From an optimization exercise on the open Yosys and OpenROAD flow, aimed at small area, a short achievable clock period and few clock cycles; shortcuts taken in it are not production practice.
In this exercise RTL edits were held to simulation tests only and were not proved equivalent to the original.
Power figures rest on the tool's default switching activity, not on a simulated workload.

File: flow/config.mk
export PLATFORM = sky130hd
export DESIGN_NAME = ipdc_top
export DESIGN_NICKNAME = ipdc_top
export VERILOG_FILES = /design/flow/design.v
export SDC_FILE = /design/flow/constraint.sdc
export NUM_CORES = 4
export LEC_CHECK = 0
export CAP_MARGIN = 20
export CORE_MARGIN = 2
export CORE_UTILIZATION = 45
export PLACE_DENSITY = 0.6
export SLEW_MARGIN = 20
File: flow/constraint.sdc
create_clock -name core_clock -period 5.5 [get_ports {i_clk}]
set_input_delay 1.1000 -clock core_clock [delete_from_list [all_inputs] [get_ports {i_clk}]]
set_output_delay 1.1000 -clock core_clock [all_outputs]
set_load 0.01 [all_outputs]
File: flow/design.v
`default_nettype none
package ipdc_pkg;
	localparam int unsigned IMG_DIM          = 8;
	localparam int unsigned WIN_DIM          = 4;
	localparam int unsigned IMG_PIXELS       = IMG_DIM * IMG_DIM;
	localparam int unsigned WIN_PIXELS       = WIN_DIM * WIN_DIM;
	localparam int unsigned MAX_ORIGIN_COORD = IMG_DIM - WIN_DIM;
	localparam int unsigned ZOOM_ORIGIN      = 2 * IMG_DIM + 2;
	localparam int unsigned CHROMA_OFFSET    = 1024;
	typedef logic [7:0] channel_t;
	typedef struct packed {
		channel_t b;
		channel_t g;
		channel_t r;
	} pixel_t;
	typedef logic [5:0] pix_addr_t;
	typedef logic [3:0] win_idx_t;
	typedef enum logic [2:0] {
		OP_LOAD    = 3'd0,
		OP_RIGHT   = 3'd1,
		OP_DOWN    = 3'd2,
		OP_DEFAULT = 3'd3,
		OP_ZOOM    = 3'd4,
		OP_MEDIAN  = 3'd5,
		OP_YCBCR   = 3'd6,
		OP_RGB     = 3'd7
	} op_mode_e;
endpackage
`default_nettype wire
`default_nettype none
module image_buffer (
	input  logic                i_clk,
	input  logic                i_rst_n,
	input  logic                i_wr_en,
	input  ipdc_pkg::pix_addr_t i_wr_addr,
	input  ipdc_pkg::pixel_t    i_wr_data,
	input  ipdc_pkg::pix_addr_t i_rd_addr,
	output ipdc_pkg::pixel_t    o_rd_data
);
	logic [ipdc_pkg::IMG_PIXELS*24-1:0] mem;
	for (genvar i = 0; i < ipdc_pkg::IMG_PIXELS; i++) begin : g_pix
		always_ff @(posedge i_clk or negedge i_rst_n) begin
			if (!i_rst_n) begin
				mem[i*24 +: 24] <= '0;
			end else if (i_wr_en && (i_wr_addr == ipdc_pkg::pix_addr_t'(i))) begin
				mem[i*24 +: 24] <= i_wr_data;
			end
		end
	end
	always_ff @(posedge i_clk or negedge i_rst_n) begin
		if (!i_rst_n) begin
			o_rd_data <= '0;
		end else begin
			o_rd_data <= mem[i_rd_addr*24 +: 24];
		end
	end
endmodule
`default_nettype wire
`default_nettype none
module window_origin (
	input  logic                i_clk,
	input  logic                i_rst_n,
	input  logic                i_update,
	input  ipdc_pkg::op_mode_e  i_op,
	input  ipdc_pkg::win_idx_t  i_win_idx,
	output ipdc_pkg::pix_addr_t o_rd_addr
);
	ipdc_pkg::pix_addr_t origin;
	ipdc_pkg::pix_addr_t origin_next;
	ipdc_pkg::pix_addr_t win_offset;
	logic [2:0]          org_row;
	logic [2:0]          org_col;
	assign org_row = 3'(origin / ipdc_pkg::IMG_DIM);
	assign org_col = 3'(origin % ipdc_pkg::IMG_DIM);
	always_comb begin
		origin_next = origin;
		if (i_update) begin
			case (i_op)
				ipdc_pkg::OP_RIGHT: begin
					if (org_col != 3'(ipdc_pkg::MAX_ORIGIN_COORD)) begin
						origin_next = origin + 6'd1;
					end
				end
				ipdc_pkg::OP_DOWN: begin
					if (org_row != 3'(ipdc_pkg::MAX_ORIGIN_COORD)) begin
						origin_next = origin + ipdc_pkg::pix_addr_t'(ipdc_pkg::IMG_DIM);
					end
				end
				ipdc_pkg::OP_DEFAULT: begin
					origin_next = '0;
				end
				ipdc_pkg::OP_ZOOM: begin
					origin_next = ipdc_pkg::pix_addr_t'(ipdc_pkg::ZOOM_ORIGIN);
				end
				default: begin
					origin_next = origin;
				end
			endcase
		end
	end
	assign win_offset = ipdc_pkg::pix_addr_t'(
		(i_win_idx / ipdc_pkg::WIN_DIM) * ipdc_pkg::IMG_DIM
		+ (i_win_idx % ipdc_pkg::WIN_DIM));
	always_ff @(posedge i_clk or negedge i_rst_n) begin
		if (!i_rst_n) begin
			origin    <= '0;
			o_rd_addr <= '0;
		end else begin
			origin    <= origin_next;
			o_rd_addr <= origin + win_offset;
		end
	end
endmodule
`default_nettype wire
`default_nettype none
module op_ctrl (
	input  logic                i_clk,
	input  logic                i_rst_n,
	input  logic                i_op_valid,
	input  logic [2:0]          i_op_mode,
	input  logic                i_in_valid,
	input  ipdc_pkg::pixel_t    i_in_data,
	output logic                o_in_ready,
	output logic                o_wr_en,
	output ipdc_pkg::pix_addr_t o_wr_addr,
	output ipdc_pkg::pixel_t    o_wr_data,
	output logic                o_origin_update,
	output ipdc_pkg::op_mode_e  o_op,
	output ipdc_pkg::win_idx_t  o_win_idx,
	output logic                o_disp_valid,
	output logic                o_pulse_valid,
	output logic                o_ycbcr_sel
);
	typedef enum logic [1:0] {
		IDLE,
		LOAD,
		DISPLAY,
		DRAIN
	} state_e;
	state_e              state;
	state_e              state_next;
	ipdc_pkg::op_mode_e  op_mode;
	ipdc_pkg::pix_addr_t load_cnt;
	ipdc_pkg::win_idx_t  win_cnt;
	logic [1:0]          disp_pipe;
	logic                ycbcr_sel;
	logic                op_accept;
	logic                pix_accept;
	logic                load_last;
	logic                win_last;
	logic                mode_op;
	assign op_mode    = ipdc_pkg::op_mode_e'(i_op_mode);
	assign o_in_ready = (state == IDLE) || (state == LOAD);
	assign op_accept  = i_op_valid && o_in_ready && (state == IDLE);
	assign pix_accept = i_in_valid && o_in_ready && (state == LOAD);
	assign load_last  = load_cnt == ipdc_pkg::pix_addr_t'(ipdc_pkg::IMG_PIXELS - 1);
	assign win_last   = win_cnt == ipdc_pkg::win_idx_t'(ipdc_pkg::WIN_PIXELS - 1);
	assign mode_op    = (op_mode == ipdc_pkg::OP_YCBCR) || (op_mode == ipdc_pkg::OP_RGB);
	always_comb begin
		state_next = state;
		case (state)
			IDLE: begin
				if (op_accept) begin
					case (op_mode)
						ipdc_pkg::OP_LOAD: state_next = LOAD;
						ipdc_pkg::OP_RIGHT,
						ipdc_pkg::OP_DOWN,
						ipdc_pkg::OP_DEFAULT,
						ipdc_pkg::OP_ZOOM: state_next = DISPLAY;
						default: state_next = IDLE;
					endcase
				end
			end
			LOAD: begin
				if (pix_accept && load_last) begin
					state_next = IDLE;
				end
			end
			DISPLAY: begin
				if (win_last) begin
					state_next = DRAIN;
				end
			end
			DRAIN: begin
				if (disp_pipe == 2'b00) begin
					state_next = IDLE;
				end
			end
			default: state_next = IDLE;
		endcase
	end
	always_ff @(posedge i_clk or negedge i_rst_n) begin
		if (!i_rst_n) begin
			state     <= IDLE;
			load_cnt  <= '0;
			win_cnt   <= '0;
			disp_pipe <= 2'b00;
			ycbcr_sel <= 1'b0;
		end else begin
			state <= state_next;
			if (op_accept) begin
				load_cnt <= '0;
			end else if (pix_accept) begin
				load_cnt <= load_cnt + 6'd1;
			end
			if (state == DISPLAY) begin
				win_cnt <= win_cnt + 4'd1;
			end else begin
				win_cnt <= '0;
			end
			disp_pipe <= {disp_pipe[0], state == DISPLAY};
			if (op_accept && mode_op) begin
				ycbcr_sel <= (op_mode == ipdc_pkg::OP_YCBCR);
			end
		end
	end
	assign o_wr_en         = pix_accept;
	assign o_wr_addr       = load_cnt;
	assign o_wr_data       = i_in_data;
	assign o_origin_update = op_accept;
	assign o_op            = op_mode;
	assign o_win_idx       = win_cnt;
	assign o_disp_valid    = disp_pipe[1];
	assign o_pulse_valid   = (pix_accept && load_last) || (op_accept && mode_op);
	assign o_ycbcr_sel     = ycbcr_sel;
endmodule
`default_nettype wire
`default_nettype none
module color_output (
	input  logic             i_clk,
	input  logic             i_rst_n,
	input  ipdc_pkg::pixel_t i_pixel,
	input  logic             i_disp_valid,
	input  logic             i_pulse_valid,
	input  logic             i_ycbcr_sel,
	output logic             o_out_valid,
	output ipdc_pkg::pixel_t o_out_data
);
	logic [11:0]      y_sum;
	logic [11:0]      cb_sum;
	logic [11:0]      cr_sum;
	ipdc_pkg::pixel_t ycc;
	ipdc_pkg::pixel_t data_next;
	function automatic ipdc_pkg::channel_t round_sat(input logic [11:0] sum);
		logic [9:0] rnd;
		rnd = {1'b0, sum[11:3]} + {9'd0, sum[2]};
		if (rnd > 10'd255) begin
			round_sat = 8'hff;
		end else begin
			round_sat = rnd[7:0];
		end
	endfunction
	always_comb begin
		y_sum = {3'b000, i_pixel.r, 1'b0}
			+ {2'b00, i_pixel.g, 2'b00}
			+ {4'b0000, i_pixel.g};
		cb_sum = 12'(ipdc_pkg::CHROMA_OFFSET)
			+ {2'b00, i_pixel.b, 2'b00}
			- {4'b0000, i_pixel.r}
			- {3'b000, i_pixel.g, 1'b0};
		cr_sum = 12'(ipdc_pkg::CHROMA_OFFSET)
			+ {2'b00, i_pixel.r, 2'b00}
			- {3'b000, i_pixel.g, 1'b0}
			- {4'b0000, i_pixel.g}
			- {4'b0000, i_pixel.b};
	end
	always_comb begin
		ycc.b = round_sat(cr_sum);
		ycc.g = round_sat(cb_sum);
		ycc.r = round_sat(y_sum);
	end
	always_comb begin
		if (i_disp_valid) begin
			data_next = i_ycbcr_sel ? ycc : i_pixel;
		end else begin
			data_next = '0;
		end
	end
	always_ff @(posedge i_clk or negedge i_rst_n) begin
		if (!i_rst_n) begin
			o_out_valid <= 1'b0;
			o_out_data  <= '0;
		end else begin
			o_out_valid <= i_disp_valid || i_pulse_valid;
			o_out_data  <= data_next;
		end
	end
endmodule
`default_nettype wire
`default_nettype none
module ipdc_top (
	input  logic             i_clk,
	input  logic             i_rst_n,
	input  logic             i_op_valid,
	input  logic [2:0]       i_op_mode,
	input  logic             i_in_valid,
	input  ipdc_pkg::pixel_t i_in_data,
	output logic             o_in_ready,
	output logic             o_out_valid,
	output ipdc_pkg::pixel_t o_out_data
);
	logic                wr_en;
	ipdc_pkg::pix_addr_t wr_addr;
	ipdc_pkg::pixel_t    wr_data;
	logic                origin_update;
	ipdc_pkg::op_mode_e  op;
	ipdc_pkg::win_idx_t  win_idx;
	ipdc_pkg::pix_addr_t rd_addr;
	ipdc_pkg::pixel_t    rd_data;
	logic                disp_valid;
	logic                pulse_valid;
	logic                ycbcr_sel;
	op_ctrl u_op_ctrl (
		.i_clk           (i_clk),
		.i_rst_n         (i_rst_n),
		.i_op_valid      (i_op_valid),
		.i_op_mode       (i_op_mode),
		.i_in_valid      (i_in_valid),
		.i_in_data       (i_in_data),
		.o_in_ready      (o_in_ready),
		.o_wr_en         (wr_en),
		.o_wr_addr       (wr_addr),
		.o_wr_data       (wr_data),
		.o_origin_update (origin_update),
		.o_op            (op),
		.o_win_idx       (win_idx),
		.o_disp_valid    (disp_valid),
		.o_pulse_valid   (pulse_valid),
		.o_ycbcr_sel     (ycbcr_sel)
	);
	window_origin u_window_origin (
		.i_clk     (i_clk),
		.i_rst_n   (i_rst_n),
		.i_update  (origin_update),
		.i_op      (op),
		.i_win_idx (win_idx),
		.o_rd_addr (rd_addr)
	);
	image_buffer u_image_buffer (
		.i_clk     (i_clk),
		.i_rst_n   (i_rst_n),
		.i_wr_en   (wr_en),
		.i_wr_addr (wr_addr),
		.i_wr_data (wr_data),
		.i_rd_addr (rd_addr),
		.o_rd_data (rd_data)
	);
	color_output u_color_output (
		.i_clk         (i_clk),
		.i_rst_n       (i_rst_n),
		.i_pixel       (rd_data),
		.i_disp_valid  (disp_valid),
		.i_pulse_valid (pulse_valid),
		.i_ycbcr_sel   (ycbcr_sel),
		.o_out_valid   (o_out_valid),
		.o_out_data    (o_out_data)
	);
endmodule
`default_nettype wire
File: flow/run.sh
#!/bin/bash
# synth_recipe.tcl (not shown) runs the flow's synth.tcl, then flattens the netlist and writes it again
# the make line also repeats each setting of config.mk as NAME=value (left out here)
make -C /OpenROAD-flow-scripts/flow DESIGN_CONFIG=/design/flow/config.mk WORK_HOME=/design/flow/orfs CLKGATE_MAP_FILE= SYNTH_SCRIPT=/design/flow/synth_recipe.tcl finish
==> impl_metrics.csv <==
group,metric,value,unit
outcome,status,"timing/DRC/antenna clean",
sta,slew_headroom,29.7,%
logic_synthesis,synthAdderAreaFrac,1.61,%
sta,min_period,4230,ps
clock_tree,cts-root-buf,"clkbuf_16",
route,route.detailed.wl_per_inst,28.1,um
clock_tree,numCtsBuffers,175,
logic_synthesis,synthMuxAreaShare,38.3,%
finish,area_delta_synth_final,11.6,%
place,hpwl,118000,um
clock_tree,cts_setup_buffers,0,
sta,drv_slew,0,
place,dpl.cell_count,6612,
setup_path,critPathKind,"reg2reg",
finish,fin_nets,4714,
floorplanning,die_area,170000,sq um
global_route,grt.overflow.total,0,
logic_synthesis,synth_seq_area_share,53.8,%
logic_synthesis,synthXorXnorAreaFrac,0.444,%
setup_path,cpMaxStageDelayCell,"dfrtp_1",
setup_path,cp_cell_sequence,"inv_1, ha_1, o21ai_0, nor2_1, nor2_1, ha_1, a21oi_1, mux2_2, a311oi_1, nand3_1, nor2_1, a41oi_1, a221oi_1",
setup_path,worstSetupEndpointType,"register",
global_route,grt_start_max_net_pins,159,
sta,fin_crit_sh,76.9,%
floorplanning,rows,149,
route,ant_nets,0,
sta,tightest_slew,1060,ps
route,viasPerCell,5.92,
sta,fmax,236,MHz
sta,finalHoldViolations,0,
logic_synthesis,ys_async_sr_fraction,100,%
floorplanning,dieWidth,412,um
setup_path,arrival,4930,ps
logic_synthesis,yosys_warnings,4,
logic_synthesis,synth-simple-area-share,1.58,%
logic_synthesis,ys_ff_latch,1612,
setup_path,cp-start-kind,"register",
clock_tree,clk_path_buf_depth,3,
route,dr.pass1.iters,5,
clock_tree,insertion_delay,820,ps
global_route,grt_pass1_vias,43000,
route,drc_errors,0,
logic_synthesis,syn_inst,4689,
clock_tree,htreeDepth,4,
route,first_iter_violations,3196,
logic_synthesis,yosysUniqueCellTypes,74,
finish,final_util,50.7,%
route,vias,41000,
finish,stdcell_count,6926,
clock_tree,hold_buffers,0,
clock_tree,cts.sinks,1612,
clock_tree,path_clk_slew,60,ps
clock_tree,cts_resized,0,
global_route,grt_pass1_wl,293000,um
setup_path,critPathMaxFanout,6,
sta,rsz0062_at_grt,"no",
global_route,antenna_found_initial,11,
global_route,track_usage,23.4,%
logic_synthesis,syn_area,75000,sq um
logic_synthesis,yosys_most_used_dff,"dfrtp_1",
logic_synthesis,synth_area_per_cell,16.0,sq um
floorplanning,die_h,412,um
logic_synthesis,syn_nets,4802,
floorplanning,design.core.area,165000,sq um
run,max-cap-violations,0,
min_path,hp-class,"in2async",
finish,layout_commonest_cell,"dfrtp_1",
sta,hold_ws,235,ps
finish,seq_area,40400,sq um
floorplanning,start_util,45.4,%
setup_path,cp_slowest_stage_delay,500,ps
setup_path,critPathTopFamily,"compound AO/OA/AOI/OAI gates",
power_and_ir_drop,p_leak,0.0398,uW
sta,tns,0,ps
place,routabilityCongestion,0.865,
logic_synthesis,synth_compound_area_share,1.38,%
setup_path,critPathBufInv,1,
floorplanning,ios,57,
sta,finalSetupViolCount,0,
sta,clock_skew,32.3,ps
place,port_buffers,56,
logic_synthesis,synth_top_family_by_area,"multiplexers",
setup_path,crit_path_frequent_cell,"nor2_1",
power_and_ir_drop,ir_worst_vdd,0.574,mV
finish,num-fill-cells,13800,
finish,drive_gt1_share,53.8,%
route,drt-total-wl,195000,um
logic_synthesis,synth_edf_count,0,
setup_path,worstPathRequired,6200,ps
finish,layout_common_cells,"1,607 x dfrtp_1, 1,538 x mux2_2, 504 x mux4_2, 176 x clkbuf_16, 102 x buf_4",
clock_tree,cts_tree,"yes",
finish,multi_input_area,32800,sq um
power_and_ir_drop,powerDensity,419,nW/um^2
worst register-to-register path: stages (launching register included):
cell      delay (ps)
dfrtp_1          500
inv_1            220
ha_1             390
o21ai_0          100
nor2_1           190
nor2_1           100
ha_1             330
a21oi_1          280
mux2_2           380
a311oi_1         490
nand3_1          220
nor2_1           260
a41oi_1          290
a221oi_1         370
layer usage:
metal	track usage, %	up-vias	wire length, um
met3	4.32	247	9090
li1	-	17300	-
met1	34.2	22700	89700
met4	5.37	0	4040
met5	0	-	0
met2	36.7	761	91700
kinds of logic after synthesis:
logic type	after synthesis
adder cells (fa/ha/maj)	82
buffers and inverters	531
XOR/XNOR	38
AND/OR/NAND/NOR	236
multiplexers	2044
AO/OA/AOI/OAI	146
flip-flops	1612
path summary, 6_finish.rpt:
kind / end / cells past startpoint / slack, ps / from
max: u_color_output.o_out_data[5] / 13 / 1270 / u_image_buffer.o_rd_data[11]
min: u_image_buffer.mem[9] / 1 / 230 / i_rst_n
max reg2reg: u_color_output.o_out_data[5] / 13 / 1270 / u_image_buffer.o_rd_data[11]
min reg2reg: u_op_ctrl.disp_pipe[1] / 0 / 380 / u_op_ctrl.disp_pipe[0]
max in group asynchronous: u_image_buffer.mem[554] / 2 / 3630 / i_rst_n
min in group core_clock: u_op_ctrl.disp_pipe[1] / 0 / 380 / u_op_ctrl.disp_pipe[0]
metrics by stage:
stage	instance area (sq um)	power, uW	worst slack [ps]
after detailed placement	77900	23600	1110
after global placement	77900	23600	1160
after global routing	83700	36800	972
final	83700	35000	1270
after CTS	83600	35400	1330
after floorplan	75000	20500	1800
sequential cells by signal (all words and copies together), names as in the netlist:
register,count
u_window_origin.origin,6
u_image_buffer.mem,1536
u_op_ctrl.ycbcr_sel,1
u_op_ctrl.win_cnt,4
u_op_ctrl.load_cnt,6
u_image_buffer.o_rd_data,24
u_color_output.o_out_valid,1
u_color_output.o_out_data,24
u_window_origin.o_rd_addr,6
u_op_ctrl.disp_pipe,2
u_op_ctrl.state,2
Yosys cell counts, types with 9 or more instances:
library cell	n	area (sq um)
a21oi_1	33	165
buf_2	106	531
nand2b_1	9	56.3
o21ai_0	30	150
nand2_1	43	161
mux2_2	1538	17300
clkbuf_1	291	1090
nor2_1	66	248
nand3_1	49	245
fa_1	24	480
xnor2_1	24	210
buf_1	32	120
buf_4	18	135
a31oi_1	14	87.6
nor3_1	13	65.1
nor2_2	10	62.6
mux4_2	504	11400
dfrtp_1	1612	40300
xor2_1	14	123
ha_1	58	726
inv_1	81	304
layout make-up:
class                      count  share of cell area, %
clock inverter                44                  0.673
clock buffer                 266                   6.18
antenna                        3                0.00897
multi-input combinational   2546                   39.2
inverter                      82                  0.368
tap                         2189                   3.27
sequential                  1612                   48.2
timing repair buffer         184                   2.09
power breakdown:
group / total, uW / switching, uW / internal [uW]
clock network: 11700 / 4910 / 6790
logic: 10100 / 5790 / 4340
registers: 13200 / 777 / 12400
Testbench counts, summed over its fixed seeds: cycles 7,905.

## afterwards: timing with drivers on the ports
The results above use ideal ports. As a check the final layout listed here was re-extracted and re-timed, cells and wires unchanged.
Step 1: set_driving_cell puts a clkbuf_16 on i_clk and a buf_2 on each other input, an assumption about the parent block.
Step 2 also shifts input and output timing later by t, the mid clock arrival at the registers, as if the neighbouring blocks saw the same clock.
Three values: ideal ports, drivers, drivers and shift; two values: the first two.
shift t [ns]: 0.880
setup slack, ns: 1.269 / 1.269 / 1.086
worst setup path after step 2: input to register
worst slew at a driven data input, ns: 0.09
pins driven straight from the clock port: 1
After both steps this run still meets setup and hold. For this run, drivers alone change the setup slack by 0.000 ns; drivers and shift together by -0.183 ns.
